Background: an optimization exercise with open tools, aiming at small area, a short achievable clock period and few clock cycles per item. Do not read the settings as production practice.
The RTL was checked by simulation tests, not by an equivalence proof against the original design.
Power is estimated from default activity; no workload was simulated.

File: constraint.sdc
create_clock -name core_clock -period 8.0 [get_ports {clk_i}]
set_input_delay 1.6000 -clock core_clock [delete_from_list [all_inputs] [get_ports {clk_i}]]
set_output_delay 1.6000 -clock core_clock [all_outputs]
set_load 0.01 [all_outputs]
File: config.mk
export PLATFORM = sky130hd
export DESIGN_NAME = fifo_replacement_kv_cache
export DESIGN_NICKNAME = fifo_replacement_kv_cache
export VERILOG_FILES = /design/flow/design.v
export SDC_FILE = /design/flow/constraint.sdc
export NUM_CORES = 4
export LEC_CHECK = 0
export CAP_MARGIN = 20
export CORE_MARGIN = 2
export CORE_UTILIZATION = 45
export CTS_CLUSTER_DIAMETER = 100
export CTS_CLUSTER_SIZE = 24
export PLACE_DENSITY = 0.55
export SETUP_SLACK_MARGIN = 4.5
export SLEW_MARGIN = 20
export SYNTH_MEMORY_MAX_BITS = 16384
File: design.v
package fkvc_pkg;
  localparam int DEPTH    = 32;
  localparam int KEY_BITS = 64;
  localparam int SLOT_W  = (DEPTH > 1) ? $clog2(DEPTH) : 1;
  localparam int COUNT_W = $clog2(DEPTH + 1);
  localparam int CAP_W   = 7;
  localparam int KEY_W   = 64;
  localparam int VAL_W   = 32;
  localparam logic [CAP_W-1:0] CAP_RESET  = CAP_W'(64);
  localparam logic signed [VAL_W-1:0] MISS_VALUE = -32'sd1;
  typedef enum logic {
    CMD_GET = 1'b0,
    CMD_PUT = 1'b1
  } command_e;
  typedef struct packed {
    logic start;
    logic issue;
    logic finish;
    logic load_out;
  } dp_cmd_t;
  typedef struct packed {
    logic match;
    logic exhausted;
    logic out_free;
  } dp_stat_t;
endpackage
import fkvc_pkg::*;
module fifo_replacement_kv_cache
(
  input  logic                    clk_i,
  input  logic                    rst_ni,
  input  logic                    in_valid_i,
  output logic                    in_ready_o,
  input  logic                    command_i,
  input  logic [KEY_W-1:0]        key_i,
  input  logic signed [VAL_W-1:0] value_i,
  output logic                    out_valid_o,
  input  logic                    out_ready_i,
  output logic                    found_o,
  output logic signed [VAL_W-1:0] read_value_o,
  input  logic                    cfg_we_i,
  input  logic [CAP_W-1:0]        cfg_wdata_i
);
  localparam int QN = 2;               
  localparam int QW = 1;
  logic [KEY_W-1:0]   tkey_q [DEPTH];
  logic [VAL_W-1:0]   tval_q [DEPTH];
  logic [DEPTH-1:0]   valid_q;
  logic [SLOT_W-1:0]  oldest_q;
  logic [SLOT_W-1:0]  ins_q;           
  logic [COUNT_W-1:0] count_q;
  logic [COUNT_W-1:0] cap_q;           
  logic               in_ready_q;
  logic               s1_vld_q;
  logic               s1_cmd_q;
  logic [KEY_W-1:0]   s1_key_q;
  logic [VAL_W-1:0]   s1_val_q;
  logic [DEPTH-1:0]   s1_m_q;          
  logic [DEPTH-1:0]   pmatch;
  logic               eqprev;
  logic [DEPTH-1:0]   valid_d;
  logic [DEPTH-1:0]   we_key, we_val;
  assign eqprev = (key_i == s1_key_q);
  always_comb begin
    for (int i = 0; i < DEPTH; i++) begin
      pmatch[i] = valid_d[i] && (we_key[i] ? eqprev : (tkey_q[i] == key_i));
    end
  end
  always_ff @(posedge clk_i or negedge rst_ni) begin
    if (!rst_ni) begin
      s1_vld_q <= 1'b0;
    end else begin
      s1_vld_q <= in_valid_i && in_ready_q;
    end
  end
  always_ff @(posedge clk_i) begin
    s1_cmd_q <= command_i;
    s1_key_q <= key_i;
    s1_val_q <= value_i;
    s1_m_q   <= pmatch;
  end
  logic [DEPTH-1:0]   match;
  logic               hit;
  logic [DEPTH-1:0]   ins_dec, old_dec;
  logic [VAL_W-1:0]   rd_val;
  logic               put, insert, evict, full;
  always_comb begin
    rd_val = '0;
    for (int i = 0; i < DEPTH; i++) begin
      match[i] = s1_m_q[i];
      rd_val   = rd_val | ({VAL_W{match[i]}} & tval_q[i]);
    end
  end
  assign hit    = |s1_m_q;
  assign put    = s1_vld_q && s1_cmd_q;
  assign full   = count_q[COUNT_W-1];            
  assign insert = put && !hit;
  assign evict  = insert && (count_q >= cap_q);
  always_comb begin
    for (int i = 0; i < DEPTH; i++) begin
      ins_dec[i] = (ins_q == SLOT_W'(i));
      old_dec[i] = (oldest_q == SLOT_W'(i));
      we_key[i]  = put && !(full && hit) && ins_dec[i];
      we_val[i]  = we_key[i] || (put && match[i]);
      valid_d[i] = (insert && ins_dec[i]) || (valid_q[i] && !(evict && old_dec[i]));
    end
  end
  for (genvar i = 0; i < DEPTH; i++) begin : g_entry
    always_ff @(posedge clk_i) begin
      if (we_key[i]) tkey_q[i] <= s1_key_q;
      if (we_val[i]) tval_q[i] <= s1_val_q;
    end
    always_ff @(posedge clk_i or negedge rst_ni) begin
      if (!rst_ni) begin
        valid_q[i] <= 1'b0;
      end else begin
        valid_q[i] <= valid_d[i];
      end
    end
  end
  always_ff @(posedge clk_i or negedge rst_ni) begin
    if (!rst_ni) begin
      oldest_q <= '0;
      ins_q    <= '0;
      count_q  <= '0;
      cap_q    <= COUNT_W'(DEPTH);
    end else begin
      if (cfg_we_i) begin
        if (cfg_wdata_i == '0)                cap_q <= COUNT_W'(1);
        else if (int'(cfg_wdata_i) > DEPTH)   cap_q <= COUNT_W'(DEPTH);
        else                                  cap_q <= COUNT_W'(cfg_wdata_i);
      end
      if (insert) begin
        ins_q <= ins_q + SLOT_W'(1);
        if (evict) oldest_q <= oldest_q + SLOT_W'(1);
        else       count_q  <= count_q + COUNT_W'(1);
      end
    end
  end
  logic             r_found;
  logic [VAL_W-1:0] r_value;
  assign r_found = hit;
  assign r_value = s1_cmd_q ? '0 : (rd_val | {VAL_W{!hit}});
  logic             ov_q;              
  logic             of_q;              
  logic [VAL_W-1:0] od_q;
  logic             bf_q [QN];         
  logic [VAL_W-1:0] bd_q [QN];
  logic [QW-1:0]    rd_q, wr_q;
  logic [QW:0]      bn_q;              
  logic             enq, deq, b_empty, to_head, b_pop, b_push;
  logic [QW+1:0]    total_d;
  assign enq     = s1_vld_q;
  assign deq     = ov_q && out_ready_i;
  assign b_empty = (bn_q == '0);
  assign to_head = enq && (!ov_q || (deq && b_empty));
  assign b_pop   = deq && !b_empty;
  assign b_push  = enq && !to_head;
  assign total_d = (QW+2)'(bn_q) + (QW+2)'(ov_q) + (QW+2)'(enq) - (QW+2)'(deq);
  for (genvar j = 0; j < QN; j++) begin : g_buf
    always_ff @(posedge clk_i) begin
      if (enq && wr_q == QW'(j)) begin
        bf_q[j] <= r_found;
        bd_q[j] <= r_value;
      end
    end
  end
  always_ff @(posedge clk_i) begin
    if (to_head) begin
      of_q <= r_found;
      od_q <= r_value;
    end else if (b_pop) begin
      of_q <= bf_q[rd_q];
      od_q <= bd_q[rd_q];
    end
  end
  always_ff @(posedge clk_i or negedge rst_ni) begin
    if (!rst_ni) begin
      ov_q       <= 1'b0;
      rd_q       <= '0;
      wr_q       <= '0;
      bn_q       <= '0;
      in_ready_q <= 1'b1;
    end else begin
      ov_q <= (total_d != '0);
      if (b_pop)  rd_q <= rd_q + QW'(1);
      if (b_push) wr_q <= wr_q + QW'(1);
      bn_q <= bn_q + (QW+1)'(b_push) - (QW+1)'(b_pop);
      in_ready_q <= ((QW+2)'(total_d) + (QW+2)'(in_valid_i && in_ready_q))
                    <= (QW+2)'(QN);
    end
  end
  assign in_ready_o   = in_ready_q;
  assign out_valid_o  = ov_q;
  assign found_o      = of_q;
  assign read_value_o = od_q;
endmodule
File: run.sh
#!/bin/bash
# synth_recipe.tcl (not shown) runs the flow's synth.tcl, then flattens the netlist and writes it again
# the make line also repeats each setting of config.mk as NAME=value (left out here)
make -C /OpenROAD-flow-scripts/flow DESIGN_CONFIG=/design/flow/config.mk WORK_HOME=/design/flow/orfs CLKGATE_MAP_FILE= SYNTH_SCRIPT=/design/flow/synth_recipe.tcl finish
==> flow_summary_export.csv, run 1 <==
group,metric,value,unit
yosys,yosys.area_share.simple,5.092,%
global_route,grt_start_max_net_pins,68,
setup_path,setup.worst_path.class,"input port to flip-flop",
routing,dr.first_iter.drc_count,15230,
sta,rsz0062_at_grt,"true",
clocking,cts_sinks,3361,
sta,fmax,273.7,MHz
yosys,syn_nets,8060,
global_route,antenna_found_initial,66,
sta,setup_viol,0,
yosys,synth_compound_area_share,3.929,%
global_route,grt_pass1_wl,702000,um
clocking,path_clk_slew,0.10,ns
yosys,synth_largest_area_cell,"edfxtp_1",
placement,dp_hpwl,286500,um
placement,gp_congestion,0.8817,
sta,timing.final.crit_share,45.68,%
power,p_clk_share,30.0,%
power,power.switching,8.312,mW
routing,antenna_left,0,
setup_path,regToRegStartpoint,"s1_m_q[12]",
floorplanning,fp.dieW,546.9,um
setup_path,crit_chain,"buf_6, buf_6, xor2_1, nor4_1, nand4_1, nor4_4, o21ai_0, a21boi_1",
clocking,cts_htree_levels,4,
floorplanning,core_area,0.2936,mm^2
routing,viasPerCell,6.520,
routing,via_count,79860,
yosys,synth_xor_area_share,14.03,%
cells_and_area,seq_area,0.09950,mm^2
floorplanning,rows,199,
power,vdd_drop_max,0.2124,mV
yosys,yosys_warnings,5,
clocking,cts_root_buf,"clkbuf_16",
cells_and_area,area_delta_synth_final,11.47,%
cells_and_area,multi_input_comb_area,0.03276,mm^2
yosys,synth_top_family_by_area,"XOR/XNOR gates",
min_path,min_path_type,"flip-flop to flip-flop",
yosys,synthTopCellsByArea,"edfxtp_1, xor2_1, a22oi_1",
cells_and_area,layout-drive-gt1-share,11.15,%
setup_path,critPathMaxFanout,18,
power,p_seq_share,60.8,%
floorplanning,dieArea,0.2991,mm^2
global_route,overflow,0,
global_route,grt_usage,35.26,%
cells_and_area,fill_cells,24250,
yosys,syn_area_per_cell,16.73,um^2
clocking,insertion_delay,0.93,ns
routing,route.detailed.drc,0,
clocking,cts_tree,"yes",
setup_path,reg2reg_to,"tval_q[7][4]",
setup_path,cp.arrival,4.49,ns
yosys,yosysUniqueCellTypes,55,
cells_and_area,fin_util,50.36,%
power,leakagePower,48.38,nW
floorplanning,start_util,45.17,%
setup_path,worstSetupEndpointType,"flip-flop",
routing,wl_per_cell,44.02,um
clocking,hold_buffers,0,
setup_path,critical_path.most_common_cell,"buf_6",
sta,period_minus_slack,3.654,ns
min_path,hp-start,"valid_q[22]",
sta,hold_viol,0,
flow_run,max_cap_violations,0,
routing,drtPass1Iterations,6,
yosys,synth_area,0.1326,mm^2
sta,slew_headroom,10.31,%
yosys,syn_inst,7926,
sta,slew_violations,0,
power,switching_share,25.31,%
status,run_status,"complete, no violations",
floorplanning,pin_count,144,
setup_path,cp_slowest_cell,"nor4_1",
yosys,synth_seq_area_share,74.90,%
setup_path,worst-r2r-cell-count,9,
sta,fin_worst_skew,0.05852,ns
sta,tightest_slew,1.339,ns
global_route,grt_pass1_vias,73850,
setup_path,worstSetupStartpointType,"input port",
cells_and_area,nets,8325,
yosys,synth_top_area_share,71.80,%
placement,io_buffers,143,
setup_path,rrSetupSlack,4.45,ns
setup_path,critPathRequiredTime,8.83,ns
routing,drt_wl_total,539200,um
power,intPower,24.52,mW
sta,setup_tns,0,ns
min_path,holdPathEnd,"valid_q[22]",
min_path,hold_depth,2,
yosys,synthAdderAreaFrac,0.2472,%
power,p_per_area,222.1,mW/mm^2
yosys,synth_mux_area_share,0.2972,%
setup_path,slowest_delay,0.77,ns
power,pwr-share-comb,9.2,%
yosys,synth_seq_cells,3361,
clocking,cts.path.max_buffers,4,
floorplanning,die_y,546.9,um
clocking,cts_buffers,165,
[layer usage]
layer  wire (um)  vias up  track usage (%)
li1            -    30440                -
met1      196500    42000            47.37
met2      247700     6233            55.90
met3       62200     1170            5.684
met4       32770       16            17.51
met5         116        -                0
[how the worst max path moves through the flow]
stage / end / from / cells after the start / slack [ns]
3_3_place_gp: s1_m_q[11] / key_i[29] / 9 / 2.32
4_1_cts: tkey_q[11][52] / s1_m_q[12] / 9 / 4.37
2_1_floorplan: tval_q[17][0] / s1_m_q[27] / 8 / 4.41
3_5_place_dp: s1_m_q[24] / key_i[22] / 9 / 2.65
6_report: s1_m_q[4] / key_i[23] / 8 / 4.35
5_1_grt: tval_q[7][4] / s1_m_q[18] / 9 / 4.43
[registers in the layout, indices dropped and copies added (netlist names), 6 cells and up]
register / flops
count_q: 6
s1_m_q: 32
cap_q: 6
tval_q: 1024
bd_q: 64
s1_key_q: 64
tkey_q: 2048
od_q: 32
s1_val_q: 32
valid_q: 32
[power groups by stage]
stage / Clock, mW / Combinational (mW) / Sequential [mW]
after CTS: 9.86 / 2.92 / 20.0
after global routing: 10.4 / 3.07 / 20.0
final: 9.84 / 3.02 / 20.0
after global placement: 0 / 2.81 / 20.4
after floorplan: 0 / 1.30 / 20.3
after detailed placement: 0 / 2.83 / 20.4
[cell usage after synthesis, drive strengths merged]
master,count
nand3b,9
mux2,3
xnor2,19
a221oi,2
o31ai,2
clkbuf,247
nand2b,6
o21ai,49
a2111oi,1
dfstp,2
a32oi,8
or3,1
and3,12
a22o,2
fa,2
conb,1
o221ai,2
nand4b,2
nand4,242
and2,13
o211ai,4
o21a,1
o21bai,2
nand3,34
nor3,36
nor2,115
a31oi,36
a21oi,41
inv,34
buf,189
nor2b,2
edfxtp,3171
a31o,4
ha,23
nor4,568
nand2,139
a21boi,8
mux2i,36
dfrtp,59
xor2,2106
a22oi,531
dfxtp,129
a21o,32
clkinv,1
[per-stage QoR]
stage | setup WS [ns] | total power [mW] | area (um^2) | instances | hold WS [ns]
after global routing | 4.429 | 33.47 | 147800 | 12220 | 0.5226
after floorplan | 4.406 | 21.61 | 133000 | 7926 | 0.4502
final | 4.346 | 32.84 | 147800 | 12250 | 0.5048
after CTS | 4.375 | 32.76 | 146700 | 12180 | 0.5000
after detailed placement | 2.649 | 23.21 | 140000 | 11850 | 0.4759
after global placement | 2.320 | 23.17 | 139900 | 11850 | 0.4717
[worst max-delay path: cells and delay by family]
kind                      cells  cell delay [ns]
and+or+nand+nor               3             1.58
buffers and inverters         2             0.72
xor gates and xnor gates      1             0.12
AOI/OAI and AO/OA             2             0.40
[final cells by class]
class / count / area share, %
Inverter: 35 / 0.08887
Antenna cell: 26 / 0.04401
Timing Repair Buffer: 515 / 3.845
Clock buffer: 265 / 3.105
Clock inverter: 14 / 0.1329
Tap cell: 3919 / 3.317
Multi-Input combinational cell: 4113 / 22.16
Sequential cell: 3361 / 67.31
[layout by cell type (no fill, tap or decap), types with 10 or more instances in the layout]
| master | n |
|---|---|
| buf_8 | 34 |
| and2_1 | 11 |
| buf_4 | 239 |
| o21ai_1 | 10 |
| diode_2 | 26 |
| nor4_4 | 27 |
| clkdlybuf4s50_1 | 70 |
| ha_1 | 23 |
| dfxtp_1 | 21 |
| nor2_4 | 27 |
| o21ai_0 | 39 |
| inv_1 | 32 |
| nor2_1 | 88 |
| edfxtp_1 | 3171 |
| a21o_4 | 40 |
| a22oi_1 | 531 |
| mux2i_1 | 36 |
| nand4_1 | 241 |
| xor2_1 | 2106 |
| a21oi_1 | 41 |
| nor3_1 | 34 |
| nand2_1 | 134 |
| clkbuf_1 | 96 |
| dfxtp_2 | 97 |
| nand3_1 | 32 |
| nor4_1 | 484 |
| a31oi_1 | 32 |
| nor4_2 | 57 |
| dfrtp_1 | 57 |
| buf_6 | 79 |
| clkbuf_16 | 170 |
| dfxtp_4 | 11 |
| xnor2_1 | 19 |
| buf_12 | 72 |
[cell families (layout without fill, tap and decap cells)]
group,after synthesis,after routing
DFF,3361,3361
buffers and inverters,471,829
adders and majority gates,25,25
and+or+nand+nor,1179,1183
muxes,39,39
xor gates and xnor gates,2125,2125
other,1,27
AOI/OAI and AO/OA,725,740
[what timing repair did]
item                                    CTS  global route
endpoints found under the hold margin     0             0
cloned                                   20             1
setup endpoints to repair              2934          1281
pin swaps                                20            24
buffers inserted                         35            36
resized for setup                       279           135
Testbench counts, summed over its fixed seeds: cycles 8,016, items 8,000.
==> run 2, diff against run 1 <==
--- a/design.v
+++ b/design.v
@@ -42,6 +42,8 @@
   input  logic [CAP_W-1:0]        cfg_wdata_i
 );
   localparam int QN = 2;               
+  localparam int HG = 8;               
+  localparam int NG = DEPTH / HG;
   localparam int QW = 1;
   logic [KEY_W-1:0]   tkey_q [DEPTH];
   logic [VAL_W-1:0]   tval_q [DEPTH];
@@ -56,6 +58,7 @@
   logic [KEY_W-1:0]   s1_key_q;
   logic [VAL_W-1:0]   s1_val_q;
   logic [DEPTH-1:0]   s1_m_q;          
+  logic [NG-1:0]      s1_hg_q;         
   logic [DEPTH-1:0]   pmatch;
   logic               eqprev;
   logic [DEPTH-1:0]   valid_d;
@@ -78,6 +81,9 @@
     s1_key_q <= key_i;
     s1_val_q <= value_i;
     s1_m_q   <= pmatch;
+    for (int g = 0; g < NG; g++) begin
+      s1_hg_q[g] <= |pmatch[g*HG +: HG];
+    end
   end
   logic [DEPTH-1:0]   match;
   logic               hit;
@@ -91,7 +97,7 @@
       rd_val   = rd_val | ({VAL_W{match[i]}} & tval_q[i]);
     end
   end
-  assign hit    = |s1_m_q;
+  assign hit    = |s1_hg_q;
   assign put    = s1_vld_q && s1_cmd_q;
   assign full   = count_q[COUNT_W-1];            
   assign insert = put && !hit;
--- a/config.mk
+++ b/config.mk
@@ -11,6 +11,6 @@
 export CTS_CLUSTER_DIAMETER = 100
 export CTS_CLUSTER_SIZE = 24
 export PLACE_DENSITY = 0.55
-export SETUP_SLACK_MARGIN = 4.5
+export SETUP_SLACK_MARGIN = 5.0
 export SLEW_MARGIN = 20
 export SYNTH_MEMORY_MAX_BITS = 16384
==> run 2 against run 1 <==
Compared with the run above:
- area after synthesis down 0.30%
- register-to-register slack improved by 0.38 ns
- core utilization is 2.3 points higher
- first-iteration DRC count up 7.0%
- flip-flop and latch count grew 4
- largest power group unchanged
- highest routed layer unchanged
==> flow_summary_export.csv, run 2 <==
group,metric,value,unit
yosys,synthTopCellsByArea,"edfxtp_1, xnor2_1, nand4_1",
setup_path,crit_chain,"buf_16, buf_12, xnor2_4, nand4_1, nor4_4, nand4_1, mux2i_2, a22oi_1, nand4_1",
clocking,cts_sinks,3365,
setup_path,cp_slowest_cell,"nand4_1",
sta,setup_viol,0,
yosys,yosysUniqueCellTypes,52,
power,power,33.19,mW
routing,antenna_left,0,
cells_and_area,layout-drive-gt1-share,16.77,%
routing,dr.first_iter.drc_count,16290,
power,p_per_area,214.9,mW/mm^2
placement,dp_hpwl,290300,um
cells_and_area,multi_input_comb_area,0.03402,mm^2
global_route,grt_usage,36.69,%
floorplanning,die_y,546.0,um
sta,timing.final.crit_share,43.78,%
placement,gp_congestion,0.8671,
global_route,overflow,0,
cells_and_area,area_delta_synth_final,16.80,%
global_route,grt_start_max_net_pins,68,
setup_path,setup.worst_path.class,"input port to flip-flop",
clocking,cts_buffers,164,
routing,drtPass1Iterations,6,
floorplanning,pin_count,144,
clocking,path_clk_slew,0.10,ns
cells_and_area,largest_register_ffs,2048,
cells_and_area,reg.largest.list,"tkey_q: 2048 flops, tval_q: 1024 flops",
cells_and_area,seq_area,0.09956,mm^2
sta,fmax,285.5,MHz
yosys,ys_top_cells_by_count,"edfxtp_1, xnor2_1, nand4_1",
cells_and_area,nets,8489,
setup_path,cp.arrival,4.34,ns
sta,rsz0062_at_grt,"true",
cells_and_area,regMostFlops,"tkey_q",
setup_path,critPathMaxFanout,6,
min_path,min_path_type,"flip-flop to flip-flop",
yosys,synth_area,0.1322,mm^2
placement,io_buffers,143,
power,leakagePower,47.38,nW
setup_path,slowest_delay,0.64,ns
global_route,grt_pass1_wl,724300,um
yosys,ys.flop_type,"edfxtp_1",
cells_and_area,fill_cells,23630,
sta,whs,0.5093,ns
cells_and_area,most-common-layout-cells,"edfxtp_1, xnor2_1, nand4_1",
routing,drt_wl_total,561900,um
yosys,async_flop_share,1.813,%
sta,setup_ws,4.498,ns
setup_path,critical_path.most_common_cell,"nand4_1",
yosys,synth_top_area_share,72.02,%
clocking,hold_buffers,0,
floorplanning,dieArea,0.2982,mm^2
clocking,cts_htree_levels,4,
routing,wl_per_cell,45.13,um
sta,hold_viol,0,
clocking,cts_tree,"yes",
sta,setup_tns,0,ns
yosys,synth_edf_count,3171,
setup_path,critPathTopFamily,"simple AND/OR/NAND/NOR gates",
routing,via_count,81900,
yosys,syn_area_per_cell,17.08,um^2
yosys,yosys_warnings,5,
floorplanning,fp.dieW,546.0,um
yosys,synth_largest_area_cell,"edfxtp_1",
status,run_status,"complete, no violations",
clocking,cts.path.max_buffers,4,
clocking,insertion_delay,0.91,ns
flow_run,max_cap_violations,0,
sta,slew_violations,0,
setup_path,worst-path-buf-inv,2,
floorplanning,core_area,0.2931,mm^2
sta,slew_headroom,18.94,%
cells_and_area,final_common_cell,"edfxtp_1",
power,vdd_drop_max,0.3069,mV
setup_path,worstSetupEndpointType,"flip-flop",
floorplanning,start_util,45.11,%
yosys,synth_seq_cells,3365,
setup_path,worstSetupStartpointType,"input port",
yosys,synth_seq_area_share,75.19,%
floorplanning,rows,199,
clocking,cts_root_buf,"clkbuf_16",
routing,route.detailed.drc,0,
routing,viasPerCell,6.579,
sta,tightest_slew,1.216,ns
placement,pre_cts_ws,2.547,ns
global_route,grt_pass1_vias,74560,
sta,fin_worst_skew,0.05691,ns
global_route,antenna_found_initial,69,
sta,period_minus_slack,3.502,ns
yosys,syn_inst,7743,
yosys,syn_nets,7877,
setup_path,critPathRequiredTime,8.84,ns
yosys,synth.most_common_cell,"edfxtp_1",
run 2: layout make-up:
type | instances | area share, %
Antenna cell | 62 | 0.1005
Clock buffer | 268 | 3.007
Clock inverter | 12 | 0.08993
Inverter | 41 | 0.1215
Multi-Input combinational cell | 3959 | 22.03
Sequential cell | 3365 | 64.47
Tap cell | 3919 | 3.175
Timing Repair Buffer | 821 | 6.991
Timing Repair inverter | 3 | 0.01458
run 2: power breakdown:
group | leakage, nW | internal, mW | switching [mW]
Clock | 2.28 | 4.05 | 5.73
Sequential | 30.5 | 19.7 | 0.298
Combinational | 14.6 | 1.19 | 2.26
Total | 47.4 | 24.9 | 8.29
run 2: final timing paths:
| check | start | end | slack (ns) | cells past startpoint |
|---|---|---|---|---|
| min in group asynchronous | rst_ni | rd_q | 0.91 | 2 |
| min | cap_q[5] | cap_q[5] | 0.51 | 2 |
| max reg2reg | s1_vld_q | s1_hg_q[2] | 4.83 | 8 |
| min reg2reg | cap_q[5] | cap_q[5] | 0.51 | 2 |
| max in group asynchronous | rst_ni | valid_q[31] | 6.45 | 2 |
| max | key_i[28] | s1_hg_q[0] | 4.50 | 9 |
run 2: cells by family (layout without fill, tap and decap cells):
group	Yosys count	count (layout)	synth area share, %
mux	64	64	0.4855
xor+xnor	2120	2120	14.04
simple gates	1021	1022	4.577
compound gates	713	727	4.035
fa+ha+maj	25	25	0.2480
other cells	1	63	0.002836
flops	3365	3365	75.19
buf+inv	434	1145	1.416
run 2: stage by stage:
stage | utilization (%) | cell area [um^2] | instances
4_1_cts | 51.79 | 151800 | 12270
5_1_grt | 52.65 | 154300 | 12400
3_5_place_dp | 47.51 | 139200 | 11680
2_1_floorplan | - | 132800 | 7743
3_3_place_gp | 47.51 | 139200 | 11680
6_report | 52.70 | 154400 | 12450
run 2: layer usage:
layer	share of wire (%)	vias up	global-route usage, %
li1	-	30770	-
met2	45	7036	56.93
met5	0.031	-	0
met1	35	42650	49.02
met3	13	1425	7.808
met4	6.3	24	18.40
run 2: worst min-delay path, delay by kind of cell (launching register included):
kind	cells	cell delay, ns
simple gates	1	0.09
compound gates	1	0.05
flops	1	0.38
run 2: what timing repair did:
| action | 4_1_cts | 5_1_grt |
|---|---|---|
| resized for setup | 979 | 229 |
| buffers inserted | 281 | 107 |
| endpoints found under the setup margin | 2975 | 911 |
| cloned | 30 | 8 |
| endpoints found under the hold margin | 0 | 0 |
| pin swaps | 148 | 171 |
Testbench counts of run 2, summed over its fixed seeds: cycles 8,016, items 8,000.
==> run 3, diff against run 2 <==
--- a/design.v
+++ b/design.v
@@ -41,10 +41,10 @@
   input  logic                    cfg_we_i,
   input  logic [CAP_W-1:0]        cfg_wdata_i
 );
-  localparam int QN = 2;               
+  localparam int QN = 3;               
   localparam int HG = 8;               
   localparam int NG = DEPTH / HG;
-  localparam int QW = 1;
+  localparam int QW = 2;
   logic [KEY_W-1:0]   tkey_q [DEPTH];
   logic [VAL_W-1:0]   tval_q [DEPTH];
   logic [DEPTH-1:0]   valid_q;
@@ -53,6 +53,10 @@
   logic [COUNT_W-1:0] count_q;
   logic [COUNT_W-1:0] cap_q;           
   logic               in_ready_q;
+  logic               s0_vld_q;
+  logic               s0_cmd_q;
+  logic [KEY_W-1:0]   s0_key_q;
+  logic [VAL_W-1:0]   s0_val_q;
   logic               s1_vld_q;
   logic               s1_cmd_q;
   logic [KEY_W-1:0]   s1_key_q;
@@ -63,23 +67,28 @@
   logic               eqprev;
   logic [DEPTH-1:0]   valid_d;
   logic [DEPTH-1:0]   we_key, we_val;
-  assign eqprev = (key_i == s1_key_q);
+  assign eqprev = (s0_key_q == s1_key_q);
   always_comb begin
     for (int i = 0; i < DEPTH; i++) begin
-      pmatch[i] = valid_d[i] && (we_key[i] ? eqprev : (tkey_q[i] == key_i));
+      pmatch[i] = valid_d[i] && (we_key[i] ? eqprev : (tkey_q[i] == s0_key_q));
     end
   end
   always_ff @(posedge clk_i or negedge rst_ni) begin
     if (!rst_ni) begin
+      s0_vld_q <= 1'b0;
       s1_vld_q <= 1'b0;
     end else begin
-      s1_vld_q <= in_valid_i && in_ready_q;
+      s0_vld_q <= in_valid_i && in_ready_q;
+      s1_vld_q <= s0_vld_q;
     end
   end
   always_ff @(posedge clk_i) begin
-    s1_cmd_q <= command_i;
-    s1_key_q <= key_i;
-    s1_val_q <= value_i;
+    s0_cmd_q <= command_i;
+    s0_key_q <= key_i;
+    s0_val_q <= value_i;
+    s1_cmd_q <= s0_cmd_q;
+    s1_key_q <= s0_key_q;
+    s1_val_q <= s0_val_q;
     s1_m_q   <= pmatch;
     for (int g = 0; g < NG; g++) begin
       s1_hg_q[g] <= |pmatch[g*HG +: HG];
@@ -189,11 +198,11 @@
       in_ready_q <= 1'b1;
     end else begin
       ov_q <= (total_d != '0);
-      if (b_pop)  rd_q <= rd_q + QW'(1);
-      if (b_push) wr_q <= wr_q + QW'(1);
+      if (b_pop)  rd_q <= (rd_q == QW'(QN - 1)) ? '0 : rd_q + QW'(1);
+      if (b_push) wr_q <= (wr_q == QW'(QN - 1)) ? '0 : wr_q + QW'(1);
       bn_q <= bn_q + (QW+1)'(b_push) - (QW+1)'(b_pop);
-      in_ready_q <= ((QW+2)'(total_d) + (QW+2)'(in_valid_i && in_ready_q))
-                    <= (QW+2)'(QN);
+      in_ready_q <= ((QW+2)'(total_d) + (QW+2)'(s0_vld_q)
+                     + (QW+2)'(in_valid_i && in_ready_q)) <= (QW+2)'(QN);
     end
   end
   assign in_ready_o   = in_ready_q;
==> run 3 against run 2 <==
Compared with the run above:
- die area is 2.8% higher
- highest routed layer unchanged
- maximum frequency is 10% higher
- first-iteration DRC count up 1.2%
- clock power hardly changed
- largest power group unchanged
- cell count up 1.5%
- still clean on timing, DRC and antenna
==> flow_summary_export.csv, run 3 <==
group,metric,value,unit
placement,placed_cells,12000,
yosys,syn_area_per_cell,16.92,um^2
floorplanning,die_y,553.6,um
clocking,cts_tree,"yes",
sta,slew_headroom,9.433,%
yosys,synth_largest_area_cell,"edfxtp_1",
power,leakagePower,48.61,nW
power,vdd_drop_max,0.2227,mV
sta,fmax,314.8,MHz
yosys,ys.flop_type,"edfxtp_1",
setup_path,rrSetupSlack,4.82,ns
cells_and_area,fill_cells,24760,
min_path,hp-start,"s0_val_q[22]",
clocking,cts_root_buf,"clkbuf_16",
floorplanning,core_area,0.3003,mm^2
yosys,synthTopCellsByArea,"edfxtp_1, xor2_1, xnor2_1",
clocking,insertion_delay,0.93,ns
yosys,yosys_warnings,5,
sta,hold_viol,0,
cells_and_area,area_delta_synth_final,13.39,%
power,p_per_area,221.7,mW/mm^2
placement,io_buffers,143,
global_route,grt_usage,35.87,%
setup_path,worstSetupEndpointType,"flip-flop",
yosys,synth_edf_count,3204,
setup_path,critPathRequiredTime,8.85,ns
clocking,cts_sinks,3499,
global_route,grt_use_met3,6.953,%
cells_and_area,largest_register_ffs,2048,
floorplanning,fp.dieW,553.6,um
power,power,34.17,mW
clocking,cts.path.max_buffers,4,
setup_path,reg2reg_to,"s1_hg_q[1]",
global_route,met2_usage,54.41,%
routing,antenna_left,0,
clocking,cts_buffers,169,
yosys,synth_top_area_share,70.79,%
yosys,synth_seq_cells,3499,
clocking,cts_htree_levels,4,
status,run_status,"complete, no violations",
sta,setup_ws,4.823,ns
yosys,syn_nets,8175,
yosys,synth_seq_area_share,75.38,%
placement,dp_hpwl,278800,um
yosys,ys_top_cells_by_count,"edfxtp_1, xor2_1, xnor2_1",
global_route,grt_start_max_net_pins,69,
placement,gp_congestion,0.8946,
floorplanning,start_util,45.26,%
placement,pre_cts_ws,3.450,ns
global_route,gr-usage-met1,48.99,%
sta,setup_tns,0,ns
sta,fin_worst_skew,0.06073,ns
setup_path,critPathMaxFanout,10,
clocking,hold_buffers,0,
sta,period_minus_slack,3.177,ns
sta,setup_viol,0,
cells_and_area,layout-drive-gt1-share,13.60,%
sta,slew_violations,0,
routing,route.detailed.drc,0,
routing,via_count,83840,
floorplanning,pin_count,144,
floorplanning,rows,201,
routing,dr.first_iter.drc_count,16480,
setup_path,regToRegStartpoint,"s0_key_q[52]",
floorplanning,dieArea,0.3064,mm^2
sta,tightest_slew,1.359,ns
routing,wl_per_cell,44.87,um
min_path,min_path_type,"flip-flop to flip-flop",
sta,rsz0062_at_grt,"true",
setup_path,worstSetupStartpointType,"flip-flop",
min_path,holdPathEnd,"s1_val_q[22]",
routing,viasPerCell,6.632,
global_route,grt_pass1_wl,729100,um
yosys,synth_area,0.1359,mm^2
cells_and_area,nets,8677,
sta,timing.final.crit_share,39.71,%
yosys,syn_inst,8034,
min_path,hold_depth,0,
global_route,overflow,0,
clocking,path_clk_slew,0.10,ns
cells_and_area,stdcell_count,12640,
yosys,yosysUniqueCellTypes,73,
routing,drt_wl_total,567200,um
cells_and_area,final_common_cell,"edfxtp_1",
routing,drtPass1Iterations,9,
setup_path,setup.worst_path.class,"flip-flop to flip-flop",
yosys,async_flop_share,1.858,%
setup_path,worst-r2r-cell-count,9,
cells_and_area,reg.largest.list,"tkey_q: 2048 flops, tval_q: 1024 flops, bd_q: 96 flops",
cells_and_area,most-common-layout-cells,"edfxtp_1, xor2_1, xnor2_1",
global_route,grt_pass1_vias,76260,
global_route,top_usage_layer,"met2",
setup_path,cp.arrival,4.03,ns
global_route,antenna_found_initial,72,
yosys,synth.most_common_cell,"edfxtp_1",
cells_and_area,regMostFlops,"tkey_q",
flow_run,max_cap_violations,0,
-- run 3: cell types whose count changed after synthesis, sizes merged, moves of 21 or more --
cell	before	now
xnor2	2110	1046
xor2	10	1060
nand4	628	411
nor4	135	345
dfxtp	133	230
nand2	63	150
mux2i	63	8
o21ai	71	119
a22o	99	132
edfxtp	3171	3204
a21oi	37	11
inv	41	67
and2	36	15
-- run 3: worst max-delay path by stage --
stage                 startpoint          to  slack (ns)  cells past startpoint
floorplan             s1_hg_q[1]  s1_hg_q[0]        4.53                      9
global placement      s1_hg_q[1]  s1_hg_q[1]        3.45                     10
detailed placement    s1_hg_q[1]  s1_hg_q[1]        3.45                     10
CTS                   in_ready_q  in_ready_o        4.82                      1
global route          in_ready_q  in_ready_o        4.84                      1
finish              s0_key_q[52]  s1_hg_q[1]        4.82                      9
-- run 3: layout make-up --
type	count	area (um^2)	area share, %
sequential	3499	102800	66.73
multi-input combinational	4078	32840	21.31
timing repair buffer	718	8334	5.408
tap	3958	4952	3.213
clock buffer	279	4642	3.012
inverter	70	294.0	0.1908
clock inverter	11	147.6	0.09580
antenna	28	70.07	0.04547
-- run 3: per-stage QoR --
stage / hold slack [ns] / cell area, um^2 / util (%)
after floorplan: 0.3096 / 136300 / -
after global placement: 0.3118 / 143400 / 47.75
after detailed placement: 0.3128 / 143400 / 47.76
after CTS: 0.3333 / 152500 / 50.78
after global routing: 0.3406 / 154000 / 51.30
final: 0.3328 / 154100 / 51.32
-- run 3: per-layer routing --
layer,wire length [um],up-vias
met5,110,-
met4,38120,18
met3,74130,1345
met2,249500,7098
met1,205300,43920
li1,-,31460
-- run 3: power breakdown --
part | switching [mW] | internal, mW | leakage [nW]
combinational | 2.45 | 1.01 | 14.7
clock | 5.96 | 4.05 | 2.28
sequential | 0.351 | 20.4 | 31.7
-- run 3: cells by family (layout without fill, tap and decap cells) --
| group | Yosys count | count (layout) | share of synthesized area (%) |
|---|---|---|---|
| and+or+nand+nor | 1113 | 1117 | 4.714 |
| other | 1 | 29 | 0.002759 |
| buffers and inverters | 476 | 1078 | 1.513 |
| AOI/OAI and AO/OA | 798 | 813 | 4.439 |
| adders and majority gates | 32 | 32 | 0.3112 |
| DFF | 3499 | 3499 | 75.38 |
| xor gates and xnor gates | 2106 | 2106 | 13.57 |
| muxes | 9 | 9 | 0.06721 |
-- run 3: worst max-delay path, cell delays in order (launching register included) --
cell,delay [ns]
dfxtp_4,0.57
buf_4,0.43
xnor2_1,0.17
nand4_1,0.16
nor4_4,0.34
nand4_1,0.66
nor3_2,0.37
a21oi_1,0.08
o2111ai_1,0.21
or4b_1,0.14
-- run 3: what timing repair did --
action / 4_1_cts / 5_1_grt
hold endpoints to repair: 0 / 0
pin swaps: 30 / 37
gates cloned: 40 / 14
setup buffers: 203 / 67
setup endpoints to repair: 3181 / 745
resized for setup: 469 / 127
Testbench counts of run 3, summed over its fixed seeds: cycles 8,024, items 8,000.
==> run 4, diff against run 3 <==
--- a/config.mk
+++ b/config.mk
@@ -14,3 +14,4 @@
 export SETUP_SLACK_MARGIN = 5.0
 export SLEW_MARGIN = 20
 export SYNTH_MEMORY_MAX_BITS = 16384
+export TNS_END_PERCENT = 0
==> run 4 against run 3 <==
Compared with the run above:
- still clean on timing, DRC and antenna
- global-route usage is 0.49 points lower
- clock power hardly changed
- maximum frequency is 6.4% lower
- flip-flop and latch count stayed put
- worst hold slack worse by 0.0021 ns
- routed wire length is 1.4% lower
- sequential share of layout area is 0.41 points higher
- cell count hardly changed
- design area is 0.62% lower
- die area stayed put
- synthesized cell count stayed put
- largest power group unchanged
==> flow_summary_export.csv, run 4 <==
group,metric,value,unit
yosys,synth_seq_area_share,75.38,%
yosys,syn_nets,8175,
cells_and_area,nets,8636,
routing,top_layer_used,"met5",
floorplanning,start_util,45.26,%
routing,antenna_left,0,
setup_path,reg2reg_to,"s1_hg_q[0]",
clocking,cts_root_buf,"clkbuf_16",
min_path,hp-start,"s0_val_q[0]",
placement,io_buffers,143,
routing,route.detailed.drc,0,
setup_path,rrSetupSlack,4.61,ns
min_path,holdPathEnd,"s1_val_q[0]",
yosys,synth_compound_area_share,4.439,%
sta,rsz0062_at_grt,"true",
cells_and_area,final_common_cell,"edfxtp_1",
sta,fmax,294.6,MHz
yosys,yosys.area_share.simple,4.714,%
placement,pre_cts_ws,3.414,ns
yosys,synth_mux_area_share,0.06721,%
global_route,grt_start_max_net_pins,69,
cells_and_area,regMostFlops,"tkey_q",
sta,tightest_slew,1.275,ns
global_route,grt_pass1_vias,74990,
routing,dr.first_iter.drc_count,16610,
sta,period_minus_slack,3.394,ns
sta,slew_headroom,14.97,%
global_route,grt_pass1_wl,718000,um
clocking,cts.path.max_buffers,4,
setup_path,regToRegStartpoint,"s0_key_q[17]",
cells_and_area,most-common-layout-cells,"edfxtp_1, xor2_1, xnor2_1",
routing,wl_per_cell,44.24,um
cells_and_area,fin_util,51.00,%
placement,gp_congestion,0.8953,
clocking,cts_htree_levels,4,
setup_path,critPathMaxFanout,9,
floorplanning,dieArea,0.3064,mm^2
sta,timing.final.crit_share,42.43,%
yosys,synth_top_area_share,70.79,%
global_route,antenna_found_initial,74,
cells_and_area,area_delta_synth_final,12.69,%
yosys,yosys_warnings,5,
flow_run,max_cap_violations,0,
yosys,synthTopCellsByArea,"edfxtp_1, xor2_1, xnor2_1",
routing,drt_wl_total,559500,um
yosys,ys_top_cells_by_count,"edfxtp_1, xor2_1, xnor2_1",
routing,wl_met3,71720,um
power,leakagePower,48.28,nW
floorplanning,pin_count,144,
min_path,min_path_type,"flip-flop to flip-flop",
yosys,ys.flop_type,"edfxtp_1",
yosys,synth.most_common_cell,"edfxtp_1",
cells_and_area,largest_register_ffs,2048,
floorplanning,rows,201,
clocking,cts_tree,"yes",
sta,setup_ws,4.606,ns
global_route,grt_usage,35.38,%
global_route,overflow,0,
setup_path,cp.arrival,4.25,ns
yosys,async_flop_share,1.858,%
routing,viasPerCell,6.558,
status,run_status,"complete, no violations",
clocking,cts_sinks,3499,
min_path,hold_depth,0,
sta,fin_worst_skew,0.1011,ns
sta,hold_viol,0,
routing,drtPass1Iterations,6,
yosys,synth_area,0.1359,mm^2
yosys,synth_xor_area_share,13.57,%
yosys,yosysUniqueCellTypes,73,
floorplanning,die_y,553.6,um
clocking,insertion_delay,0.95,ns
yosys,syn_area_per_cell,16.92,um^2
yosys,synth_top_family_by_area,"XOR/XNOR gates",
power,vdd_drop_max,0.1662,mV
yosys,synth_seq_cells,3499,
setup_path,worstSetupEndpointType,"flip-flop",
yosys,syn_inst,8034,
floorplanning,core_area,0.3003,mm^2
floorplanning,fp.dieW,553.6,um
clocking,cts_buffers,170,
power,p_per_area,223.6,mW/mm^2
sta,slew_violations,0,
sta,setup_tns,0,ns
cells_and_area,layout-drive-gt1-share,12.82,%
clocking,hold_buffers,0,
cells_and_area,reg.largest.list,"tkey_q: 2048 flops, tval_q: 1024 flops, bd_q: 96 flops",
routing,dr_wl_met2,248300,um
placement,dp_hpwl,274000,um
routing,wl_met1,204100,um
setup_path,worstSetupStartpointType,"flip-flop",
routing,via_count,82940,
yosys,synth_largest_area_cell,"edfxtp_1",
setup_path,worst-r2r-cell-count,9,
clocking,path_clk_slew,0.10,ns
setup_path,critPathRequiredTime,8.86,ns
setup_path,setup.worst_path.class,"flip-flop to flip-flop",
yosys,synthAdderAreaFrac,0.3112,%
sta,setup_viol,0,
yosys,synth_edf_count,3204,
-- run 4: stage by stage --
stage | cell area, um^2 | hold WS [ns] | total power, mW | cells
finish | 153100 | 0.3308 | 34.25 | 12650
global route | 153100 | 0.3386 | 34.94 | 12610
CTS | 151400 | 0.3359 | 34.08 | 12480
detailed placement | 143500 | 0.3121 | 24.21 | 12010
global placement | 143400 | 0.3136 | 24.16 | 12010
floorplan | 136100 | 0.3096 | 22.53 | 8034
-- run 4: report_power, final --
group / switching (mW) / leakage, nW / internal (mW)
clock: 6.00 / 2.40 / 4.19
sequential: 0.360 / 31.7 / 20.4
combinational: 2.39 / 14.2 / 0.955
total: 8.75 / 48.3 / 25.5
-- run 4: kinds of logic (layout without fill, tap and decap cells) --
| logic type | count (synthesis) | after routing |
|---|---|---|
| buf+inv | 476 | 1061 |
| fa+ha+maj | 32 | 32 |
| xor+xnor | 2106 | 2106 |
| mux | 9 | 9 |
| compound gates | 798 | 804 |
| flops | 3499 | 3499 |
| other cells | 1 | 64 |
| simple gates | 1113 | 1114 |
-- run 4: routing by layer --
layer	global-route usage, %	vias up
met5	0	-
met4	18.31	14
met3	6.830	1205
met2	54.01	7095
met1	48.28	43230
li1	-	31390
-- run 4: area by class of cell --
class	instances	area [um^2]
clock buffer	286	4741
antenna	63	157.7
fill	24600	147100
tap	3958	4952
timing repair buffer	688	7491
clock inverter	17	310.3
multi-input combinational	4066	32400
sequential	3499	102800
inverter	70	267.8
-- run 4: worst max-delay path by stage --
stage / startpoint / endpoint
after floorplan: s1_hg_q[1] / s1_hg_q[0]
after global placement: s1_hg_q[1] / s1_hg_q[0]
after detailed placement: s1_hg_q[1] / s1_hg_q[0]
after CTS: s0_key_q[8] / s1_hg_q[2]
after global routing: s0_key_q[57] / s1_hg_q[0]
final: s0_key_q[17] / s1_hg_q[0]
-- run 4: worst max-delay path, cell delays in order (launching register included) --
cell and delay [ns]:
dfxtp_4 0.53, buf_12 0.22, buf_4 0.38, xnor2_1 0.16
nand4_1 0.17, nor4_1 0.59, nand4_1 0.63, o21ai_1 0.34
and2_1 0.17, or4_1 0.13
-- run 4: repair_timing --
item | in CTS | in global routing
setup endpoints to repair | 3188 | 1884
setup buffers | 144 | 85
pin swaps | 20 | 37
gates cloned | 22 | 18
gates resized for setup | 242 | 201
==> run 5, diff against run 4 <==
--- a/design.v
+++ b/design.v
@@ -42,7 +42,7 @@
   input  logic [CAP_W-1:0]        cfg_wdata_i
 );
   localparam int QN = 3;               
-  localparam int HG = 8;               
+  localparam int HG = 4;               
   localparam int NG = DEPTH / HG;
   localparam int QW = 2;
   logic [KEY_W-1:0]   tkey_q [DEPTH];
--- a/config.mk
+++ b/config.mk
@@ -14,4 +14,3 @@
 export SETUP_SLACK_MARGIN = 5.0
 export SLEW_MARGIN = 20
 export SYNTH_MEMORY_MAX_BITS = 16384
-export TNS_END_PERCENT = 0
==> run 5 against run 4 <==
Compared with the run above:
- still clean on timing, DRC and antenna
- synthesized cell count about the same
- clock power about the same
- die area about the same
- critical path type is now flip-flop to primary output
- largest power group unchanged
==> flow_summary_export.csv, run 5 <==
group,metric,value,unit
routing,viasPerCell,6.555,
clocking,cts_htree_levels,4,
yosys,synth_seq_cells,3503,
yosys,ys_top_cells_by_count,"edfxtp_1, xor2_1, nor4_1",
setup_path,reg2reg_to,"s1_hg_q[6]",
yosys,syn_area_per_cell,16.91,um^2
setup_path,crit_chain,"buf_6",
global_route,grt_usage,35.41,%
cells_and_area,stdcell_count,12650,
clocking,cts_buffers,170,
clocking,insertion_delay,0.92,ns
floorplanning,die_y,553.6,um
setup_path,crit_end,"in_ready_o",
routing,route.detailed.drc,0,
placement,placed_area,0.1437,mm^2
power,p_clk_share,29.2,%
cells_and_area,reg.largest.list,"tkey_q: 2048 flops, tval_q: 1024 flops, bd_q: 96 flops",
setup_path,cp_slowest_cell,"dfstp_2",
global_route,overflow,0,
sta,slew_headroom,17.34,%
setup_path,critPathMaxFanout,2,
yosys,async_flop_share,1.856,%
setup_path,slowest_delay,0.56,ns
setup_path,worst-path-buf-inv,1,
sta,hold_viol,0,
sta,setup_viol,0,
placement,dp_hpwl,284000,um
placement,gp_congestion,0.8692,
floorplanning,fp.dieW,553.6,um
routing,antenna_left,0,
global_route,antenna_found_initial,58,
status,run_status,"complete, no violations",
setup_path,critPathTopFamily,"flip-flops",
global_route,grt_pass1_wl,720800,um
power,power,34.30,mW
global_route,grt_start_max_net_pins,68,
floorplanning,dieArea,0.3064,mm^2
power,p_per_area,222.1,mW/mm^2
clocking,cts_tree,"yes",
global_route,grt_pass1_vias,75800,
routing,drtPass1Iterations,6,
setup_path,setup.worst_path.class,"flip-flop to primary output",
cells_and_area,most-common-layout-cells,"edfxtp_1, xor2_1, nor4_1",
setup_path,cp.arrival,1.53,ns
flow_run,max_cap_violations,0,
clocking,path_clk_slew,0.10,ns
yosys,synth_area,0.1359,mm^2
cells_and_area,layout-drive-gt1-share,14.17,%
cells_and_area,regMostFlops,"tkey_q",
clocking,cts_sinks,3503,
yosys,yosysUniqueCellTypes,55,
setup_path,regToRegStartpoint,"s0_key_q[32]",
sta,fmax,319.7,MHz
power,intPower,25.50,mW
yosys,synth_largest_area_cell,"edfxtp_1",
setup_path,cp-startpoint,"in_ready_q",
sta,setup_tns,0,ns
floorplanning,core_area,0.3003,mm^2
setup_path,worstSetupEndpointType,"primary output",
placement,placed_cells,11990,
yosys,ys.flop_type,"edfxtp_1",
sta,rsz0062_at_grt,"true",
power,switching_share,25.64,%
routing,wl_per_cell,44.03,um
floorplanning,rows,201,
min_path,min_path_type,"flip-flop to flip-flop",
setup_path,critPathRequiredTime,6.40,ns
clocking,cts.path.max_buffers,4,
power,p_seq_share,60.5,%
cells_and_area,largest_register_ffs,2048,
sta,slew_violations,0,
power,vdd_drop_max,0.1950,mV
sta,timing.final.crit_share,39.10,%
power,leakagePower,50.39,nW
floorplanning,start_util,45.26,%
yosys,yosys_warnings,5,
cells_and_area,stdcell_area,0.1544,mm^2
setup_path,worstSetupStartpointType,"flip-flop",
routing,dr.first_iter.drc_count,15350,
cells_and_area,final_common_cell,"edfxtp_1",
clocking,hold_buffers,0,
routing,drt_wl_total,556800,um
yosys,synth_seq_area_share,75.43,%
yosys,synth_edf_count,3204,
power,pwr-share-comb,10.3,%
routing,via_count,82890,
sta,fin_worst_skew,0.07057,ns
cells_and_area,fill_cells,24550,
yosys,syn_inst,8036,
setup_path,cp.depth,1,
setup_path,rrSetupSlack,4.92,ns
yosys,synth.most_common_cell,"edfxtp_1",
placement,io_buffers,143,
cells_and_area,nets,8668,
clocking,cts_root_buf,"clkbuf_16",
cells_and_area,area_delta_synth_final,13.61,%
yosys,synth_top_area_share,70.79,%
power,power.switching,8.794,mW
sta,period_minus_slack,3.128,ns
floorplanning,pin_count,144,
sta,tightest_slew,1.240,ns
yosys,synthTopCellsByArea,"edfxtp_1, xor2_1, dfxtp_1",
setup_path,worst-r2r-cell-count,8,
yosys,syn_nets,8177,
[run 5: cell types whose count changed after synthesis, moves of 17 or more]
cell | previous run | this run
a22oi_1 | 291 | 308
nor4_1 | 344 | 517
xnor2_1 | 1046 | 191
a31oi_1 | 33 | 0
nand4_1 | 411 | 275
inv_1 | 66 | 45
xor2_1 | 1060 | 1916
nand2_1 | 149 | 130
a21oi_1 | 10 | 39
[run 5: repair_timing]
action,CTS,global route
buffers inserted,236,61
gates resized for setup,472,166
gates cloned,17,5
setup endpoints to repair,3195,655
pin swaps,25,39
[run 5: layer usage]
layer	track usage (%)	vias to the layer above	routed length, um
met3	6.300	1263	65610
met5	0	-	83
met1	47.84	43710	204700
met4	17.86	14	34030
met2	55.23	6394	252400
li1	-	31520	-
[run 5: area by class of cell]
class / instances / area (um^2) / area share (%)
sequential: 3503 / 102900 / 66.66
tap: 3958 / 4952 / 3.207
multi-input combinational: 4081 / 33220 / 21.51
clock buffer: 277 / 4677 / 3.029
inverter: 46 / 182.7 / 0.1183
timing repair buffer: 725 / 8182 / 5.299
clock inverter: 18 / 177.7 / 0.1151
antenna: 38 / 95.09 / 0.06158
[run 5: worst min-delay path by stage]
| stage | start | endpoint | slack [ns] | cells after the start |
|---|---|---|---|---|
| 2_1_floorplan | s0_cmd_q | s1_cmd_q | 0.31 | 0 |
| 3_3_place_gp | s0_val_q[25] | s1_val_q[25] | 0.32 | 0 |
| 3_5_place_dp | s0_val_q[10] | s1_val_q[10] | 0.31 | 0 |
| 4_1_cts | s0_val_q[3] | s1_val_q[3] | 0.33 | 0 |
| 5_1_grt | s0_val_q[3] | s1_val_q[3] | 0.34 | 0 |
| 6_report | s0_val_q[3] | s1_val_q[3] | 0.33 | 0 |
[run 5: per-stage QoR]
| stage | utilization (%) | hold slack (ns) | setup WS (ns) |
|---|---|---|---|
| after floorplan | - | 0.3096 | 4.333 |
| after global placement | 47.83 | 0.3158 | 3.639 |
| after detailed placement | 47.84 | 0.3121 | 3.529 |
| after CTS | 50.90 | 0.3341 | 4.811 |
| after global routing | 51.39 | 0.3401 | 4.825 |
| final | 51.42 | 0.3304 | 4.872 |
[run 5: cells by family (layout without fill, tap and decap cells)]
| logic type | Yosys count | in the layout | synth area share, % |
|---|---|---|---|
| and+or+nand+nor | 1118 | 1118 | 4.755 |
| other | 1 | 39 | 0.002759 |
| xor gates and xnor gates | 2107 | 2107 | 13.58 |
| adders and majority gates | 32 | 32 | 0.3112 |
| muxes | 1 | 1 | 0.008285 |
| buffers and inverters | 462 | 1066 | 1.457 |
| AOI/OAI and AO/OA | 812 | 822 | 4.453 |
| DFF | 3503 | 3503 | 75.43 |
[run 5: power groups by stage]
stage                     logic, mW  registers [mW]  clock network, mW
final                          3.54            20.7               10.0
after CTS                      3.35            20.7               10.0
after global routing           3.64            20.8               10.6
after global placement         2.90            21.3                  0
after floorplan                1.46            21.1                  0
after detailed placement       2.93            21.3                  0
Testbench counts of run 5, summed over its fixed seeds: cycles 8,024, items 8,000.
==> run 6, diff against run 5 <==
--- a/config.mk
+++ b/config.mk
@@ -11,6 +11,6 @@
 export CTS_CLUSTER_DIAMETER = 100
 export CTS_CLUSTER_SIZE = 24
 export PLACE_DENSITY = 0.55
-export SETUP_SLACK_MARGIN = 5.0
+export SETUP_SLACK_MARGIN = 4.9
 export SLEW_MARGIN = 20
 export SYNTH_MEMORY_MAX_BITS = 16384
==> run 6 against run 5 <==
Compared with the run above:
- combinational power decreased by 2%
- non-clock buffer count decreased by 69
- flip-flop and latch count unchanged
- highest routed layer unchanged
- still clean on timing, DRC and antenna
- synthesized cell count unchanged
==> flow_summary_export.csv, run 6 <==
group,metric,value,unit
setup_path,crit_end,"s1_hg_q[3]",
cells_and_area,reg.largest.list,"tkey_q: 2048 flops, tval_q: 1024 flops, bd_q: 96 flops",
routing,dr.first_iter.drc_count,16190,
global_route,grt_pass1_wl,722800,um
clocking,cts_htree_levels,4,
yosys,syn_inst,8036,
routing,wl_per_cell,44.47,um
floorplanning,fp.dieW,553.6,um
yosys,async_flop_share,1.856,%
power,leakagePower,49.92,nW
setup_path,reg2reg_to,"s1_hg_q[3]",
cells_and_area,nets,8604,
min_path,min_path_type,"flip-flop to flip-flop",
cells_and_area,final_common_cell,"edfxtp_1",
floorplanning,rows,201,
setup_path,critPathMaxFanout,68,
power,vdd_drop_max,0.2232,mV
flow_run,max_cap_violations,0,
setup_path,critPathRequiredTime,8.76,ns
sta,setup_viol,0,
setup_path,worstSetupEndpointType,"flip-flop",
yosys,syn_nets,8177,
clocking,insertion_delay,0.93,ns
sta,slew_headroom,18.96,%
yosys,synth.most_common_cell,"edfxtp_1",
global_route,antenna_found_initial,58,
sta,setup_tns,0,ns
clocking,cts_sinks,3503,
setup_path,worstSetupStartpointType,"flip-flop",
floorplanning,start_util,45.26,%
clocking,path_clk_slew,0.10,ns
global_route,grt_pass1_vias,74950,
setup_path,cp.arrival,3.97,ns
floorplanning,core_area,0.3003,mm^2
placement,io_buffers,143,
yosys,syn_area_per_cell,16.91,um^2
setup_path,cp-startpoint,"ins_q[0]",
cells_and_area,layout-drive-gt1-share,13.24,%
sta,timing.final.crit_share,40.04,%
placement,dp_hpwl,280900,um
sta,slew_violations,0,
setup_path,rrSetupSlack,4.80,ns
power,p_clk_share,29.4,%
routing,via_count,82240,
routing,viasPerCell,6.538,
floorplanning,pin_count,144,
yosys,synthTopCellsByArea,"edfxtp_1, xor2_1, dfxtp_1",
clocking,cts_buffers,169,
sta,fmax,312.2,MHz
clocking,cts.path.max_buffers,4,
sta,fin_worst_skew,0.06029,ns
yosys,ys.flop_type,"edfxtp_1",
floorplanning,die_y,553.6,um
yosys,synth_top_area_share,70.79,%
yosys,synth_seq_cells,3503,
clocking,cts_tree,"yes",
sta,period_minus_slack,3.203,ns
sta,whs,0.3264,ns
routing,antenna_left,0,
cells_and_area,most-common-layout-cells,"edfxtp_1, xor2_1, nor4_1",
placement,placed_cells,11980,
cells_and_area,area_delta_synth_final,12.76,%
cells_and_area,stdcell_count,12580,
setup_path,worst-r2r-cell-count,8,
yosys,synth_area,0.1359,mm^2
global_route,grt_usage,35.56,%
power,intPower,25.47,mW
yosys,synth_edf_count,3204,
power,pwr-share-comb,10.2,%
yosys,yosysUniqueCellTypes,55,
sta,hold_viol,0,
sta,tightest_slew,1.216,ns
yosys,yosys_warnings,5,
routing,drtPass1Iterations,6,
setup_path,setup.worst_path.class,"flip-flop to flip-flop",
placement,gp_congestion,0.8680,
cells_and_area,fill_cells,24580,
power,p_per_area,223.6,mW/mm^2
power,switching_share,25.67,%
global_route,grt_start_max_net_pins,69,
status,run_status,"complete, no violations",
global_route,overflow,0,
cells_and_area,largest_register_ffs,2048,
clocking,cts_root_buf,"clkbuf_16",
clocking,hold_buffers,0,
power,p_seq_share,60.5,%
routing,route.detailed.drc,0,
yosys,synth_largest_area_cell,"edfxtp_1",
sta,rsz0062_at_grt,"true",
routing,drt_wl_total,559300,um
power,power.switching,8.796,mW
setup_path,regToRegStartpoint,"ins_q[0]",
yosys,synth_seq_area_share,75.43,%
yosys,ys_top_cells_by_count,"edfxtp_1, xor2_1, nor4_1",
cells_and_area,regMostFlops,"tkey_q",
floorplanning,dieArea,0.3064,mm^2
run 6: cell types whose count changed in the layout (fill, tap and decap cells not counted), sizes merged:
| cell | change |
|---|---|
| nor3 | +1 |
| clkbuf | +5 |
| diode | -10 |
| clkinv | -1 |
| bufbuf | -4 |
| inv | -3 |
| clkinvlp | +1 |
| a21o | +4 |
| buf | -61 |
run 6: critical path, cell delays in order (launching register included):
cell and delay [ns]:
dfrtp_1 0.43, inv_1 0.13, ha_1 0.42, nand3_1 0.50, nor2_4 0.26, buf_12 0.35, or4_1 0.30, a22oi_1 0.15
or4_1 0.43
run 6: layout make-up:
| class | count | area [um^2] | area share (%) |
|---|---|---|---|
| multi-input cells | 4086 | 33190 | 21.66 |
| clock inverters | 14 | 167.7 | 0.1094 |
| flip-flops and latches | 3503 | 102900 | 67.16 |
| well taps | 3958 | 4952 | 3.231 |
| repair buffers | 656 | 7041 | 4.594 |
| clock buffers | 286 | 4721 | 3.080 |
| inverters | 46 | 180.2 | 0.1176 |
| diodes | 28 | 70.07 | 0.04572 |
| repair inverters | 1 | 5.005 | 0.003266 |
run 6: worst min-delay path by stage:
stage,depth (start not counted),startpoint,endpoint,slack (ns)
after floorplan,0,s0_cmd_q,s1_cmd_q,0.31
after global placement,0,s0_val_q[27],s1_val_q[27],0.31
after detailed placement,0,s0_val_q[12],s1_val_q[12],0.31
after CTS,0,s0_val_q[17],s1_val_q[17],0.32
after global routing,0,s0_val_q[17],s1_val_q[17],0.33
final,0,s0_val_q[12],s1_val_q[12],0.33
run 6: through the flow:
stage               cell area, um^2  total power, mW  setup WS [ns]  utilization [%]
floorplan                    136400            22.57          4.333                -
global placement             143500            24.21          3.652            47.80
detailed placement           143600            24.26          3.665            47.83
CTS                          152000            34.08          4.774            50.60
global route                 153200            34.98          4.721            51.02
finish                       153300            34.27          4.797            51.04
run 6: power by group through the flow:
| stage | sequential, mW | combinational (mW) | clock (mW) |
|---|---|---|---|
| finish | 20.7 | 3.48 | 10.1 |
| global route | 20.8 | 3.58 | 10.6 |
| CTS | 20.7 | 3.29 | 10.1 |
| detailed placement | 21.4 | 2.91 | 0 |
| global placement | 21.3 | 2.88 | 0 |
| floorplan | 21.1 | 1.46 | 0 |
run 6: per-layer routing:
layer / vias up / wire length, um / part of all wire, % / global-route usage, %
li1: 31380 / - / - / -
met1: 43080 / 201400 / 36 / 47.47
met2: 6467 / 251500 / 45 / 55.21
met3: 1293 / 70960 / 13 / 7.602
met4: 14 / 35300 / 6.3 / 17.75
met5: - / 104 / 0.019 / 0
run 6: logic make-up after synthesis:
kind of cell | share of synthesized area, %
AO/OA/AOI/OAI | 4.453
XOR/XNOR | 13.58
adder cells (fa/ha/maj) | 0.3112
buffers and inverters | 1.457
flip-flops | 75.43
multiplexers | 0.008285
other | 0.002759
AND/OR/NAND/NOR | 4.755
run 6: repair_timing:
| action | CTS | global route |
|---|---|---|
| setup buffers | 200 | 43 |
| resized for setup | 417 | 122 |
| pin swaps | 26 | 37 |
| endpoints found under the setup margin | 3151 | 687 |
| hold endpoints to repair | 0 | 0 |
| gates cloned | 17 | 6 |
==> run 7, diff against run 6 <==
--- a/config.mk
+++ b/config.mk
@@ -7,10 +7,10 @@
 export LEC_CHECK = 0
 export CAP_MARGIN = 20
 export CORE_MARGIN = 2
-export CORE_UTILIZATION = 45
+export CORE_UTILIZATION = 50
 export CTS_CLUSTER_DIAMETER = 100
 export CTS_CLUSTER_SIZE = 24
-export PLACE_DENSITY = 0.55
-export SETUP_SLACK_MARGIN = 4.9
+export PLACE_DENSITY = 0.6
+export SETUP_SLACK_MARGIN = 5.0
 export SLEW_MARGIN = 20
 export SYNTH_MEMORY_MAX_BITS = 16384
==> run 7 against run 6 <==
Compared with the run above:
- combinational power hardly changed
- die area is 9.9% lower
- non-clock buffer count is 3 higher
- setup slack better by 0.042 ns
- sequential power hardly changed
- highest routed layer unchanged
- critical path depth stayed put
- cell count is 3.2% lower
- worst hold slack better by 0.0045 ns
==> flow_summary_export.csv, run 7 <==
group,metric,value,unit
clocking,cts_htree_levels,4,
global_route,grt_usage,38.01,%
min_path,min_path_type,"flip-flop to flip-flop",
sta,whs,0.3308,ns
routing,wl_per_cell,44.16,um
routing,via_count,83230,
sta,timing.final.crit_share,39.52,%
sta,fin_worst_skew,0.06901,ns
global_route,antenna_found_initial,68,
floorplanning,fp.dieW,525.4,um
cells_and_area,largest_register_ffs,2048,
global_route,grt_use_met3,9.127,%
clocking,insertion_delay,0.93,ns
flow_run,max_cap_violations,0,
setup_path,worstSetupEndpointType,"flip-flop",
setup_path,setup.worst_path.class,"flip-flop to flip-flop",
power,p_seq_share,60.5,%
sta,period_minus_slack,3.161,ns
power,pwr-share-comb,10.1,%
setup_path,critPathMaxFanout,12,
global_route,gr-usage-met1,50.09,%
sta,setup_ws,4.839,ns
power,power,34.30,mW
yosys,synth_top_area_share,70.79,%
sta,slew_headroom,19.43,%
setup_path,reg2reg_to,"s1_hg_q[0]",
yosys,syn_nets,8177,
yosys,yosysUniqueCellTypes,55,
yosys,ys.flop_type,"edfxtp_1",
placement,pre_cts_ws,3.650,ns
cells_and_area,fin_util,56.47,%
yosys,synthTopCellsByArea,"edfxtp_1, xor2_1, dfxtp_1",
routing,drtPass1Iterations,8,
yosys,synth_largest_area_cell,"edfxtp_1",
setup_path,worst-r2r-cell-count,8,
status,run_status,"complete, no violations",
global_route,top_usage_layer,"met2",
yosys,syn_area_per_cell,16.91,um^2
routing,route.detailed.drc,0,
global_route,grt_pass1_wl,698100,um
cells_and_area,stdcell_count,12170,
setup_path,cp.arrival,4.01,ns
clocking,hold_buffers,0,
setup_path,regToRegStartpoint,"s0_key_q[22]",
routing,viasPerCell,6.839,
power,p_per_area,224.5,mW/mm^2
yosys,synth_seq_cells,3503,
yosys,async_flop_share,1.856,%
yosys,yosys_warnings,5,
power,p_clk_share,29.4,%
yosys,synth.most_common_cell,"edfxtp_1",
yosys,syn_inst,8036,
floorplanning,start_util,50.24,%
clocking,path_clk_slew,0.10,ns
floorplanning,core_area,0.2705,mm^2
setup_path,worstSetupStartpointType,"flip-flop",
clocking,cts_root_buf,"clkbuf_16",
power,switching_share,25.29,%
sta,setup_tns,0,ns
yosys,ys_top_cells_by_count,"edfxtp_1, xor2_1, nor4_1",
yosys,synth_edf_count,3204,
global_route,met2_usage,58.60,%
cells_and_area,stdcell_area,0.1528,mm^2
yosys,synth_seq_area_share,75.43,%
cells_and_area,fill_cells,20850,
setup_path,critPathRequiredTime,8.85,ns
clocking,cts_sinks,3503,
setup_path,crit_end,"s1_hg_q[0]",
power,power.switching,8.675,mW
power,intPower,25.62,mW
floorplanning,dieArea,0.2760,mm^2
power,leakagePower,49.93,nW
cells_and_area,layout-drive-gt1-share,13.05,%
routing,antenna_left,0,
placement,io_buffers,143,
sta,setup_viol,0,
sta,fmax,316.3,MHz
global_route,grt_pass1_vias,75650,
cells_and_area,reg.largest.list,"tkey_q: 2048 flops, tval_q: 1024 flops, bd_q: 96 flops",
global_route,overflow,0,
clocking,cts.path.max_buffers,4,
cells_and_area,final_common_cell,"edfxtp_1",
global_route,grt_start_max_net_pins,69,
placement,placed_area,0.1430,mm^2
setup_path,cp-startpoint,"s0_key_q[22]",
cells_and_area,area_delta_synth_final,12.39,%
cells_and_area,nets,8605,
floorplanning,pin_count,144,
sta,hold_viol,0,
cells_and_area,regMostFlops,"tkey_q",
yosys,synth_area,0.1359,mm^2
routing,dr.first_iter.drc_count,16480,
cells_and_area,most-common-layout-cells,"edfxtp_1, xor2_1, nor4_1",
setup_path,rrSetupSlack,4.84,ns
sta,rsz0062_at_grt,"true",
floorplanning,die_y,525.4,um
sta,tightest_slew,1.209,ns
placement,dp_hpwl,266700,um
placement,gp_congestion,0.8716,
clocking,cts_tree,"yes",
floorplanning,rows,191,
clocking,cts_buffers,173,
placement,placed_cells,11590,
routing,drt_wl_total,537400,um
sta,slew_violations,0,
power,vdd_drop_max,0.2177,mV
[run 7: cell types whose count changed in the layout (fill, tap and decap cells not counted), moves of 9 or more]
| cell | change |
|---|---|
| buf_6 | -16 |
| buf_4 | +21 |
| dfxtp_4 | -9 |
| clkbuf_1 | -16 |
| nor4_1 | +11 |
| dfxtp_2 | +12 |
| buf_2 | -16 |
[run 7: repair_timing]
| item | in CTS | in global routing |
|---|---|---|
| resized for setup | 440 | 154 |
| setup endpoints to repair | 3225 | 667 |
| cloned | 15 | 4 |
| pin swaps | 21 | 34 |
| setup buffers | 195 | 59 |
[run 7: cell type report]
class / instances / area [um^2] / area share [%]
antenna: 27 / 67.56 / 0.04423
tap: 3570 / 4467 / 2.924
clock buffer: 276 / 4811 / 3.149
timing repair buffer: 659 / 7207 / 4.718
clock inverter: 8 / 111.4 / 0.07290
sequential: 3503 / 102900 / 67.37
inverter: 46 / 182.7 / 0.1196
multi-input combinational: 4081 / 33000 / 21.60
[run 7: worst max-delay path, stage by stage (launching register included)]
cell and delay, ns:
dfxtp_4 0.42, buf_4 0.37, xor2_1 0.14, nor4_2 0.59
nand4_1 0.28, nor4_4 0.76, o21ai_1 0.16, a22oi_1 0.22
or4_1 0.15
[run 7: cells by family (layout without fill, tap and decap cells)]
kind of cell	after synthesis	in the layout	share of synthesized area (%)
other cells	1	28	0.002759
xor+xnor	2107	2107	13.58
compound gates	812	820	4.453
simple gates	1118	1120	4.755
mux	1	1	0.008285
buf+inv	462	989	1.457
fa+ha+maj	32	32	0.3112
flops	3503	3503	75.43
[run 7: worst min-delay path by stage]
stage / endpoint / from / cells after the start / slack, ns
finish: s1_val_q[3] / s0_val_q[3] / 0 / 0.33
global route: s1_val_q[3] / s0_val_q[3] / 0 / 0.34
floorplan: s1_cmd_q / s0_cmd_q / 0 / 0.31
CTS: s1_val_q[18] / s0_val_q[18] / 0 / 0.34
detailed placement: s1_val_q[20] / s0_val_q[20] / 0 / 0.31
global placement: s1_val_q[18] / s0_val_q[18] / 0 / 0.32
[run 7: power by group through the flow]
stage	clock (mW)	sequential, mW	combinational, mW
after floorplan	0	21.1	1.46
after global placement	0	21.3	2.85
after detailed placement	0	21.4	2.87
after CTS	10.1	20.8	3.25
after global routing	10.6	20.8	3.55
final	10.1	20.8	3.46
[run 7: layer usage]
layer	wire [um]	part of all wire (%)	vias to the layer above
met3	72640	14	1471
met1	186400	35	43110
met5	159	0.030	-
met2	242500	45	7279
li1	-	-	31350
met4	35730	6.6	26

Re-timed with assumed drivers on the ports (clkbuf_16 on the clock, buf_2 on other inputs), run 7 has 4.754 ns of setup slack against 4.839 ns with ideal ports, and 4.477 ns once port delays also move by the mid clock arrival of 1.006 ns.
